Background: an optimization exercise with open tools, aiming at small area, a short achievable clock period and few clock cycles. Do not read the settings as production practice. At most, simulation tests tie the RTL to the original design; equivalence was not proved. Power and IR drop assume default switching activity.

the previous run:
==> flow/design.v <==
module tri_raster_seq #(
    parameter int CW = 12
) (
    input  logic            clk,
    input  logic            rst,
    input  logic            tri_valid,
    output logic            tri_ready,
    input  logic [CW-1:0]   ptAX,
    input  logic [CW-1:0]   ptAY,
    input  logic [CW-1:0]   ptBX,
    input  logic [CW-1:0]   ptBY,
    input  logic [CW-1:0]   pt3X,
    input  logic [CW-1:0]   pt3Y,
    output logic            pix_valid,
    input  logic            pix_ready,
    output logic [CW-1:0]   pix_x,
    output logic [CW-1:0]   pix_y,
    output logic            done,
    output logic [2*CW:0]   pix_count
);
    logic          v_loaded;                  
    logic          v_new, v_new2;             
    logic [CW-1:0] pax, pay, pbx, pby, pcx, pcy;   
    logic [2:0]    ts, ms, bs;                
    logic [CW-1:0] tx, ty, mx, my, bx, by;    
    logic          v_even;                    
    logic          v_flat, v_horiz;           
    logic          w_act, w_first, w_pendT, w_atM, w_last, w_lil;
    logic [CW-1:0] w_y;
    logic [CW-1:0] xl_q, xs_q;                
    logic signed [CW:0] rl_q, rs_q;           
    logic [CW-1:0] nul_q, nus_q;              
    logic          dnl_q, dns_q;              
    logic [CW-1:0] dyl_q, dys_q;              
    logic          e_valid, e_last;
    logic [CW-1:0] e_x, e_r, e_y;
    logic          done_q, neg_pend;
    localparam int CNT_LO = 6;
    logic [2*CW:0] cnt_q;
    logic          cnt_wrap;
    logic [2*CW-1:0] ka, kb, kc;
    logic ab_q, bc_q, ac_q, eab_q, ebc_q, eac_q, cv_q;
    logic [2:0] s_ts, s_ms, s_bs;
    logic s_even, s_flat, s_horiz;
    always_comb begin
        ka = {ptAY, ptAX};
        kb = {ptBY, ptBX};
        kc = {pt3Y, pt3X};
        if (ab_q && bc_q) begin
            s_ts = 3'b001; s_ms = 3'b010; s_bs = 3'b100; s_even = 1'b1; s_flat = eab_q; s_horiz = eac_q;
        end else if (ab_q && ac_q) begin
            s_ts = 3'b001; s_ms = 3'b100; s_bs = 3'b010; s_even = 1'b0; s_flat = eac_q; s_horiz = eab_q;
        end else if (ab_q) begin
            s_ts = 3'b100; s_ms = 3'b001; s_bs = 3'b010; s_even = 1'b1; s_flat = eac_q; s_horiz = ebc_q;
        end else if (bc_q && ac_q) begin
            s_ts = 3'b010; s_ms = 3'b001; s_bs = 3'b100; s_even = 1'b0; s_flat = eab_q; s_horiz = ebc_q;
        end else if (bc_q) begin
            s_ts = 3'b010; s_ms = 3'b100; s_bs = 3'b001; s_even = 1'b1; s_flat = ebc_q; s_horiz = eab_q;
        end else begin
            s_ts = 3'b100; s_ms = 3'b010; s_bs = 3'b001; s_even = 1'b0; s_flat = ebc_q; s_horiz = eac_q;
        end
        tx = ({CW{ts[0]}} & pax) | ({CW{ts[1]}} & pbx) | ({CW{ts[2]}} & pcx);
        ty = ({CW{ts[0]}} & pay) | ({CW{ts[1]}} & pby) | ({CW{ts[2]}} & pcy);
        mx = ({CW{ms[0]}} & pax) | ({CW{ms[1]}} & pbx) | ({CW{ms[2]}} & pcx);
        my = ({CW{ms[0]}} & pay) | ({CW{ms[1]}} & pby) | ({CW{ms[2]}} & pcy);
        bx = ({CW{bs[0]}} & pax) | ({CW{bs[1]}} & pbx) | ({CW{bs[2]}} & pcx);
        by = ({CW{bs[0]}} & pay) | ({CW{bs[1]}} & pby) | ({CW{bs[2]}} & pcy);
    end
    logic sub_long, sub_tm, subtm_q;
    logic [2:0] sa_s, sb_s;
    logic [CW-1:0] sa_x, sa_y, sb_x, sb_y;
    logic signed [CW:0] dx_c;
    logic [CW-1:0] dy_c;
    logic lil_new;
    always_comb begin
        sub_long = v_new;
        sub_tm = subtm_q;
        sa_s = sub_tm ? ms : bs;
        sb_s = (sub_long || sub_tm) ? ts : ms;
        sa_x = ({CW{sa_s[0]}} & pax) | ({CW{sa_s[1]}} & pbx) | ({CW{sa_s[2]}} & pcx);
        sa_y = ({CW{sa_s[0]}} & pay) | ({CW{sa_s[1]}} & pby) | ({CW{sa_s[2]}} & pcy);
        sb_x = ({CW{sb_s[0]}} & pax) | ({CW{sb_s[1]}} & pbx) | ({CW{sb_s[2]}} & pcx);
        sb_y = ({CW{sb_s[0]}} & pay) | ({CW{sb_s[1]}} & pby) | ({CW{sb_s[2]}} & pcy);
        dx_c = $signed({1'b0, sa_x}) - $signed({1'b0, sb_x});
        dy_c = sa_y + ~sb_y;
        lil_new = v_horiz | v_even;
    end
    logic set_l, set_s, rdy;
    logic signed [CW:0] opl, ops, stl, sts, al, as_;
    logic cl, cs;
    logic [CW-1:0] xl_adj, xs_adj, xl_stp, xs_stp;
    logic signed [CW:0] rl_stp, rs_stp;
    always_comb begin
        set_l = !rl_q[CW];
        set_s = !rs_q[CW];
        opl = set_l ? $signed({1'b1, nul_q}) : '0;
        ops = set_s ? $signed({1'b1, nus_q}) : '0;
        cl = set_l & !dnl_q;
        cs = set_s & !dns_q;
        stl = rl_q + opl + $signed({{CW{1'b0}}, cl});
        sts = rs_q + ops + $signed({{CW{1'b0}}, cs});
        al = rl_q + opl + $signed({1'b0, dyl_q}) + $signed({{CW{1'b0}}, cl}) + 1;
        as_ = rs_q + ops + $signed({1'b0, dys_q}) + $signed({{CW{1'b0}}, cs}) + 1;
        xl_adj = dnl_q ? xl_q - 1'b1 : xl_q + 1'b1;
        xs_adj = dns_q ? xs_q - 1'b1 : xs_q + 1'b1;
        rl_stp = stl[CW] ? al : stl;
        rs_stp = sts[CW] ? as_ : sts;
        xl_stp = stl[CW] ? xl_adj : xl_q;
        xs_stp = sts[CW] ? xs_adj : xs_q;
        rdy = w_act && (w_last || (set_l && set_s));
    end
    logic [CW-1:0] xL, xR, y_nx;
    logic ne, xfer, e_end, hok;
    logic [CW-1:0] y_b1;
    logic em_d, eb_d, em_q, eb_q;
    logic v_loaded_d, w_act_d, w_last_d, w_pendT_d, tr_d, tr_q;
    logic eqa, eqb, eqc, ld_sw, ld_l, ld_r, ldd_l, ldd_r;
    logic row_ok, tT, tW, skip, adv, neg_now, start, accept, enter_m, enter_b, e_load, w_stepen;
    always_comb begin
        xL = xl_q;
        xR = xs_q;
        ne = (xL <= xR);
        xfer = e_valid && pix_ready;
        e_end = (e_x == e_r);
        hok = !neg_pend && (!e_valid || (pix_ready && e_end && !e_last));
        row_ok = rdy && ne;
        tT = row_ok && w_pendT && !w_first && hok;
        tW = row_ok && !w_pendT && hok;
        skip = rdy && !w_last && ((w_first && w_pendT) || (!ne && !w_atM));
        adv = skip || (tW && !w_last);
        neg_now = rdy && !ne && w_atM && !neg_pend;
        tri_ready = tr_q;
        accept = tri_valid && tr_q;
        start = v_loaded && !v_new && (!w_act || (tW && w_last) || neg_now);
        y_nx = w_y + 1'b1;
        y_b1 = (v_loaded ? ty : y_nx) + 1'b1;
        eqa = (y_b1 == pay);
        eqb = (y_b1 == pby);
        eqc = (y_b1 == pcy);
        em_d = |(ms & {eqc, eqb, eqa});
        eb_d = |(bs & {eqc, eqb, eqa});
        enter_m = em_q;
        enter_b = eb_q;
        e_load = tT || tW;
        w_stepen = w_act && !w_last;
        v_loaded_d = accept || (v_loaded && !start);
        w_act_d = start || (w_act && !((tW && w_last) || neg_now));
        w_last_d = (start || (w_stepen && adv)) ? (v_loaded ? v_horiz : enter_b) : w_last;
        w_pendT_d = (start || tT) ? (v_loaded && !v_flat) : w_pendT;
        tr_d = tri_valid && !accept && !v_loaded_d && (!w_act_d || (w_last_d && !w_pendT_d));
        ld_sw = w_stepen && adv && enter_m;
        ld_l = (v_new && v_even) || (v_new2 && !v_even) || (ld_sw && !w_lil);
        ld_r = (v_new && !v_even) || (v_new2 && v_even) || (ld_sw && w_lil);
        ldd_l = (v_new && v_even) || (v_new2 && !v_even) || (w_stepen && set_l && enter_m && !w_lil);
        ldd_r = (v_new && !v_even) || (v_new2 && v_even) || (w_stepen && set_s && enter_m && w_lil);
    end
    always_ff @(posedge clk) begin
        if (accept) begin
            pax <= ptAX; pay <= ptAY; pbx <= ptBX; pby <= ptBY; pcx <= pt3X; pcy <= pt3Y;
            ts <= s_ts; ms <= s_ms; bs <= s_bs;
            v_even <= s_even;
            v_flat <= s_flat;
            v_horiz <= s_horiz;
        end
        ab_q <= ka < kb;
        bc_q <= kb < kc;
        ac_q <= ka < kc;
        eab_q <= (ptAY == ptBY);
        ebc_q <= (ptBY == pt3Y);
        eac_q <= (ptAY == pt3Y);
        if (ld_l) begin
            nul_q <= dx_c[CW] ? dx_c[CW-1:0] : ~dx_c[CW-1:0];
            dnl_q <= dx_c[CW];
            dyl_q <= dy_c;
        end
        if (ld_l || (w_stepen && (adv || !set_l)))
            rl_q <= ldd_l ? (dx_c[CW] ? $signed({1'b0, dy_c}) : '0) : rl_stp;
        if (ld_r) begin
            nus_q <= dx_c[CW] ? dx_c[CW-1:0] : ~dx_c[CW-1:0];
            dns_q <= dx_c[CW];
            dys_q <= dy_c;
        end
        if (ld_r || (w_stepen && (adv || !set_s)))
            rs_q <= ldd_r ? (dx_c[CW] ? '0 : $signed({1'b0, dy_c})) : rs_stp;
        if (start || (w_stepen && (adv || !set_l)))
            xl_q <= v_loaded ? (lil_new ? tx : v_flat ? mx : tx) :
                    (set_l && enter_m && !w_lil) ? mx : (set_l && enter_b) ? bx : xl_stp;
        if (start || (w_stepen && (adv || !set_s)))
            xs_q <= v_loaded ? (v_horiz ? bx : lil_new ? (v_flat ? mx : tx) : tx) :
                    (set_s && enter_m && w_lil) ? mx : (set_s && enter_b) ? bx : xs_stp;
        if (start || (w_stepen && adv)) begin
            w_y <= v_loaded ? ty : y_nx;
            w_first <= v_loaded;
            w_atM <= v_loaded ? v_flat : enter_m;
            w_last <= v_loaded ? v_horiz : enter_b;
            em_q <= em_d;
            eb_q <= eb_d;
        end
        if (start) w_lil <= lil_new;
        if (start || tT) w_pendT <= v_loaded && !v_flat;
        if (e_load || (xfer && !e_end))
            e_x <= (e_valid && !e_end) ? e_x + 1'b1 : w_pendT ? tx : xL;
        if (e_load) begin
            e_r <= w_pendT ? tx : xR;
            e_y <= w_pendT ? ty : w_y;
            e_last <= !w_pendT && w_last;
        end
        if (done_q || xfer) begin
            cnt_q[CNT_LO-1:0] <= done_q ? '0 : cnt_q[CNT_LO-1:0] + 1'b1;
            cnt_wrap <= !done_q && (cnt_q[CNT_LO-1:0] == {{(CNT_LO-1){1'b1}}, 1'b0});
        end
        if (done_q || (xfer && cnt_wrap)) cnt_q[2*CW:CNT_LO] <= done_q ? '0 : cnt_q[2*CW:CNT_LO] + 1'b1;
        if (rst) begin
            v_loaded <= 1'b0;
            v_new <= 1'b0;
            v_new2 <= 1'b0;
            subtm_q <= 1'b0;
            w_act <= 1'b0;
            e_valid <= 1'b0;
            done_q <= 1'b0;
            neg_pend <= 1'b0;
            cnt_q <= '0;
            cnt_wrap <= 1'b0;
            cv_q <= 1'b0;
            tr_q <= 1'b0;
        end else begin
            cv_q <= tri_valid && !accept;
            tr_q <= tr_d;
            v_new <= accept;
            v_new2 <= v_new;
            subtm_q <= v_new && !v_flat;
            if (accept || start) v_loaded <= accept;
            if (start || (tW && w_last) || neg_now) w_act <= start;
            if (e_load || (xfer && e_end)) e_valid <= e_load;
            done_q <= (xfer && e_end && e_last) || (neg_pend && !e_valid);
            if (neg_now || !e_valid) neg_pend <= neg_now;
        end
    end
    assign pix_valid = e_valid;
    assign pix_x = e_x;
    assign pix_y = e_y;
    assign done = done_q;
    assign pix_count = cnt_q;
endmodule
==> flow/config.mk <==
export PLATFORM = sky130hd
export DESIGN_NAME = tri_raster_seq
export DESIGN_NICKNAME = tri_raster_seq
export VERILOG_FILES = /design/flow/design.v
export SDC_FILE = /design/flow/constraint.sdc
export NUM_CORES = 4
export LEC_CHECK = 0
export CAP_MARGIN = 20
export CORE_MARGIN = 2
export CORE_UTILIZATION = 40
export PLACE_DENSITY = 0.6
export SLEW_MARGIN = 20
==> flow/constraint.sdc <==
create_clock -name core_clock -period 11.0 [get_ports {clk}]
set_input_delay 2.2000 -clock core_clock [delete_from_list [all_inputs] [get_ports {clk}]]
set_output_delay 2.2000 -clock core_clock [all_outputs]
set_load 0.01 [all_outputs]
standard.sh (not shown) runs the stock make flow with config.mk's settings and CLKGATE_MAP_FILE= SYNTH_SCRIPT=/design/flow/synth_recipe.tcl, a recipe that flattens the netlist after the stock synthesis.
==> flow/flow/run.sh <==
#!/bin/bash
# The standard layout, with repair_timing aiming for extra setup slack and the smallest
# buffer cell on the ports (the clock period and the constraints stay the design's).
# make's output goes to standard.log; each ORFS step keeps its own log under orfs/logs.
bash standard.sh SETUP_SLACK_MARGIN=7.5 ABC_AREA=1 'BUFFER_PORTS_ARGS=-buffer_cell sky130_fd_sc_hd__buf_1' finish > standard.log 2>&1
Setup changes, the previous run to the current run
--- a/flow/design.v
+++ b/flow/design.v
@@ -32,15 +32,13 @@
     logic [CW-1:0] nul_q, nus_q;              
     logic          dnl_q, dns_q;              
     logic [CW-1:0] dyl_q, dys_q;              
     logic          e_valid, e_last;
     logic [CW-1:0] e_x, e_r, e_y;
     logic          done_q, neg_pend;
-    localparam int CNT_LO = 6;
     logic [2*CW:0] cnt_q;
-    logic          cnt_wrap;
     logic [2*CW-1:0] ka, kb, kc;
     logic ab_q, bc_q, ac_q, eab_q, ebc_q, eac_q, cv_q;
     logic [2:0] s_ts, s_ms, s_bs;
     logic s_even, s_flat, s_horiz;
     always_comb begin
         ka = {ptAY, ptAX};
@@ -202,28 +200,23 @@
             e_x <= (e_valid && !e_end) ? e_x + 1'b1 : w_pendT ? tx : xL;
         if (e_load) begin
             e_r <= w_pendT ? tx : xR;
             e_y <= w_pendT ? ty : w_y;
             e_last <= !w_pendT && w_last;
         end
-        if (done_q || xfer) begin
-            cnt_q[CNT_LO-1:0] <= done_q ? '0 : cnt_q[CNT_LO-1:0] + 1'b1;
-            cnt_wrap <= !done_q && (cnt_q[CNT_LO-1:0] == {{(CNT_LO-1){1'b1}}, 1'b0});
-        end
-        if (done_q || (xfer && cnt_wrap)) cnt_q[2*CW:CNT_LO] <= done_q ? '0 : cnt_q[2*CW:CNT_LO] + 1'b1;
+        if (done_q || xfer) cnt_q <= done_q ? '0 : cnt_q + 1'b1;
         if (rst) begin
             v_loaded <= 1'b0;
             v_new <= 1'b0;
             v_new2 <= 1'b0;
             subtm_q <= 1'b0;
             w_act <= 1'b0;
             e_valid <= 1'b0;
             done_q <= 1'b0;
             neg_pend <= 1'b0;
             cnt_q <= '0;
-            cnt_wrap <= 1'b0;
             cv_q <= 1'b0;
             tr_q <= 1'b0;
         end else begin
             cv_q <= tri_valid && !accept;
             tr_q <= tr_d;
             v_new <= accept;
==> comparison <==
- Sequential cell area share delta for the current run relative to the previous run: 0.44 points lower
- When the current run is set beside the previous run, its number of antenna violations at the first check in global routing turns out to be 2 larger.
- Between the previous run and the current run, fraction of final layout cells sized beyond drive strength 1 decreased.
- What the current run reported for number of clock buffer instances in the layout has to be multiplied by 0.925 to get the figure for the previous run.
- Compared with the previous run, the current run shows global placement routability congestion that has gone down by a few percent.
- In the current run, the instance count on the critical path came out 9 above the value in the previous run.
Testbench counts of the current run, summed over its fixed seeds: cycles 26,927.
Only the layout flow was run in the previous run; the RTL was not checked for function there.

---

tri_raster_seq, a different RTL version from the one above (not shown whole).
Size: ~2700 cells after synthesis, roughly 130 I/O pins, roughly 0.022 mm² of cells after synthesis.
export LEC_CHECK = 0
export CAP_MARGIN = 20
export CORE_MARGIN = 2
export CORE_UTILIZATION = 40
export PLACE_DENSITY = 0.6
export SLEW_MARGIN = 20
create_clock -name core_clock -period 11.0 [get_ports {clk}]
==> flow/flow/run.sh <==
#!/bin/bash
# The standard layout, with repair_timing aiming for extra setup slack and the smallest
# buffer cell on the ports (the clock period and the constraints stay the design's).
# make's output goes to standard.log; each ORFS step keeps its own log under orfs/logs.
bash standard.sh SETUP_SLACK_MARGIN=7 ABC_AREA=1 'BUFFER_PORTS_ARGS=-buffer_cell sky130_fd_sc_hd__buf_1' finish > standard.log 2>&1
The starting point finished with timing, DRC and antenna clean.
Rerun with:
--- a/flow/design.v
+++ b/flow/design.v
@@ -62,52 +62,34 @@
         mx = ({CW{ms[0]}} & pax) | ({CW{ms[1]}} & pbx) | ({CW{ms[2]}} & pcx);
         my = ({CW{ms[0]}} & pay) | ({CW{ms[1]}} & pby) | ({CW{ms[2]}} & pcy);
         bx = ({CW{bs[0]}} & pax) | ({CW{bs[1]}} & pbx) | ({CW{bs[2]}} & pcx);
         by = ({CW{bs[0]}} & pay) | ({CW{bs[1]}} & pby) | ({CW{bs[2]}} & pcy);
     end
     logic sub_long, sub_tm, subtm_q;
     logic [2:0] sa_s, sb_s;
     logic [CW-1:0] sa_x, sa_y, sb_x, sb_y;
     logic signed [CW:0] dx_c;
     logic [CW-1:0] dy_c;
     logic lil_new;
-    logic lng_neg, lng_zero, sh_neg, sh_zero, negL, zeroL, negR, zeroR, posL, posR;
-    logic epos_d, eneg_d, epos_q, eneg_q, epos, eneg, w_eneg;
     always_comb begin
         sub_long = v_new;
         sub_tm = subtm_q;
         sa_s = sub_tm ? ms : bs;
         sb_s = (sub_long || sub_tm) ? ts : ms;
         sa_x = ({CW{sa_s[0]}} & pax) | ({CW{sa_s[1]}} & pbx) | ({CW{sa_s[2]}} & pcx);
         sa_y = ({CW{sa_s[0]}} & pay) | ({CW{sa_s[1]}} & pby) | ({CW{sa_s[2]}} & pcy);
         sb_x = ({CW{sb_s[0]}} & pax) | ({CW{sb_s[1]}} & pbx) | ({CW{sb_s[2]}} & pcx);
         sb_y = ({CW{sb_s[0]}} & pay) | ({CW{sb_s[1]}} & pby) | ({CW{sb_s[2]}} & pcy);
         dx_c = $signed({1'b0, sa_x}) - $signed({1'b0, sb_x});
         dy_c = sa_y + ~sb_y;
         lil_new = v_horiz | v_even;
-    end
-    always_comb begin
-        lng_neg = v_even ? dnl_q : dns_q;
-        lng_zero = v_even ? (&nul_q && !dnl_q) : (&nus_q && !dns_q);
-        sh_neg = dx_c[CW];
-        sh_zero = (dx_c == '0);
-        negL = v_even ? lng_neg : sh_neg;
-        zeroL = v_even ? lng_zero : sh_zero;
-        negR = v_even ? sh_neg : lng_neg;
-        zeroR = v_even ? sh_zero : lng_zero;
-        posL = !negL && !zeroL;
-        posR = !negR && !zeroR;
-        epos_d = !posL && !negR;
-        eneg_d = (posL && !posR) || (!negL && negR);
-        epos = v_new2 ? epos_d : epos_q;
-        eneg = v_new2 ? eneg_d : eneg_q;
     end
     logic set_l, set_s, rdy;
     logic signed [CW:0] opl, ops, stl, sts, al, as_;
     logic cl, cs;
     logic [CW-1:0] xl_adj, xs_adj, xl_stp, xs_stp;
     logic signed [CW:0] rl_stp, rs_stp;
     always_comb begin
         set_l = !rl_q[CW];
         set_s = !rs_q[CW];
         opl = set_l ? $signed({1'b1, nul_q}) : '0;
         ops = set_s ? $signed({1'b1, nus_q}) : '0;
@@ -133,25 +115,25 @@
     logic row_ok, tT, tW, skip, adv, neg_now, start, accept, enter_m, enter_b, e_load, w_stepen;
     always_comb begin
         xL = xl_q;
         xR = xs_q;
         ne = (xL <= xR);
         xfer = e_valid && pix_ready;
         e_end = (e_x == e_r);
         hok = !neg_pend && (!e_valid || (pix_ready && e_end && !e_last));
         row_ok = rdy && ne;
         tT = row_ok && w_pendT && !w_first && hok;
         tW = row_ok && !w_pendT && hok;
-        skip = rdy && !w_last && ((w_first && w_pendT && !w_eneg) || (!ne && !w_atM));
+        skip = rdy && !w_last && ((w_first && w_pendT) || (!ne && !w_atM));
         adv = skip || (tW && !w_last);
-        neg_now = rdy && !neg_pend && ((!ne && w_atM) || w_eneg);
+        neg_now = rdy && !ne && w_atM && !neg_pend;
         tri_ready = cv_q && !v_loaded && (!w_act || (w_last && !w_pendT));
         accept = tri_valid && tri_ready;
         start = v_loaded && !v_new && (!w_act || (tW && w_last) || neg_now);
         y_nx = w_y + 1'b1;
         y_b1 = (v_loaded ? ty : y_nx) + 1'b1;
         eqa = (y_b1 == pay);
         eqb = (y_b1 == pby);
         eqc = (y_b1 == pcy);
         em_d = |(ms & {eqc, eqb, eqa});
         eb_d = |(bs & {eqc, eqb, eqa});
         enter_m = em_q;
@@ -199,28 +181,23 @@
             xs_q <= v_loaded ? (v_horiz ? bx : lil_new ? (v_flat ? mx : tx) : tx) :
                     (set_s && enter_m && w_lil) ? mx : (set_s && enter_b) ? bx : xs_stp;
         if (start || (w_stepen && adv)) begin
             w_y <= v_loaded ? ty : y_nx;
             w_first <= v_loaded;
             w_atM <= v_loaded ? v_flat : enter_m;
             w_last <= v_loaded ? v_horiz : enter_b;
             em_q <= em_d;
             eb_q <= eb_d;
         end
         if (start) w_lil <= lil_new;
-        if (start || tT) w_pendT <= v_loaded && !v_flat && !epos;
-        if (start) w_eneg <= !v_flat && eneg;
-        if (v_new2) begin
-            epos_q <= epos_d;
-            eneg_q <= eneg_d;
-        end
+        if (start || tT) w_pendT <= v_loaded && !v_flat;
         if (e_load || (xfer && !e_end))
             e_x <= (e_valid && !e_end) ? e_x + 1'b1 : w_pendT ? tx : xL;
         if (e_load) begin
             e_r <= w_pendT ? tx : xR;
             e_y <= w_pendT ? ty : w_y;
             e_last <= !w_pendT && w_last;
         end
         if (done_q || xfer) cnt_q <= done_q ? '0 : cnt_q + 1'b1;
         if (rst) begin
             v_loaded <= 1'b0;
             v_new <= 1'b0;
Design area goes down by 3.0%.
Via count is lower by 2.4%.
Total power goes down by 2.9%.
Critical path depth grows by 1.
First-iteration DRC count went down by 6.8%.
Flip-flop and latch count came out lower by 3.
Non-clock buffer count falls by 13.
Fmax went up by 3.4%.
Synthesized cell count falls by 2.5%.
Die area goes down by 1.8%.
Routed wire length goes up by 0.37%.
Setup slack gets better by 0.13 ns.
Cell count came out lower by 2.7%.
Testbench counts after the change, summed over its fixed seeds: cycles 26,927.
Only the layout flow was run in the first run of this note; the RTL was not checked for function there.

afterwards: timing with drivers on the ports:
Ports are ideal in the flow. The routed layouts listed here were re-timed in OpenROAD. Step 1 (the two cells are an assumption about what drives the block):
set clk [get_ports {clk}]
set_driving_cell -lib_cell sky130_fd_sc_hd__clkbuf_16 $clk
set_driving_cell -lib_cell sky130_fd_sc_hd__buf_2 [delete_from_list [all_inputs] $clk]
Step 2 times the ports against the registers' clock, not the clock port: input delays grow and output delays shrink by t, the midpoint of the rising clock arrivals with the driver on. a / b / c = no drivers / after step 1 / after step 2; a / b = the first two.
| run | t (ns) | setup WS [ns] | hold slack, ns | latest minus earliest clock arrival (ns) |
|---|---|---|---|---|
| the previous run | 0.639 | 7.426 / 7.437 / 6.798 | 0.465 / 0.465 / 0.465 | 0.029 / 0.028 |
| the current run | 0.605 | 7.536 / 7.514 / 6.920 | 0.476 / 0.476 / 0.476 | 0.030 / 0.030 |
| the first run of note 2 | 0.595 | 7.059 / 7.004 / 6.695 | 0.457 / 0.457 / 0.457 | 0.034 / 0.034 |
| the second run of note 2 | 0.613 | 7.189 / 7.134 / 6.704 | 0.465 / 0.465 / 0.465 | 0.026 / 0.026 |
After both steps every run listed still meets setup and hold. The setup slack of the previous run, which loses most, moves by +0.011 ns with the drivers and by -0.628 ns with both steps.
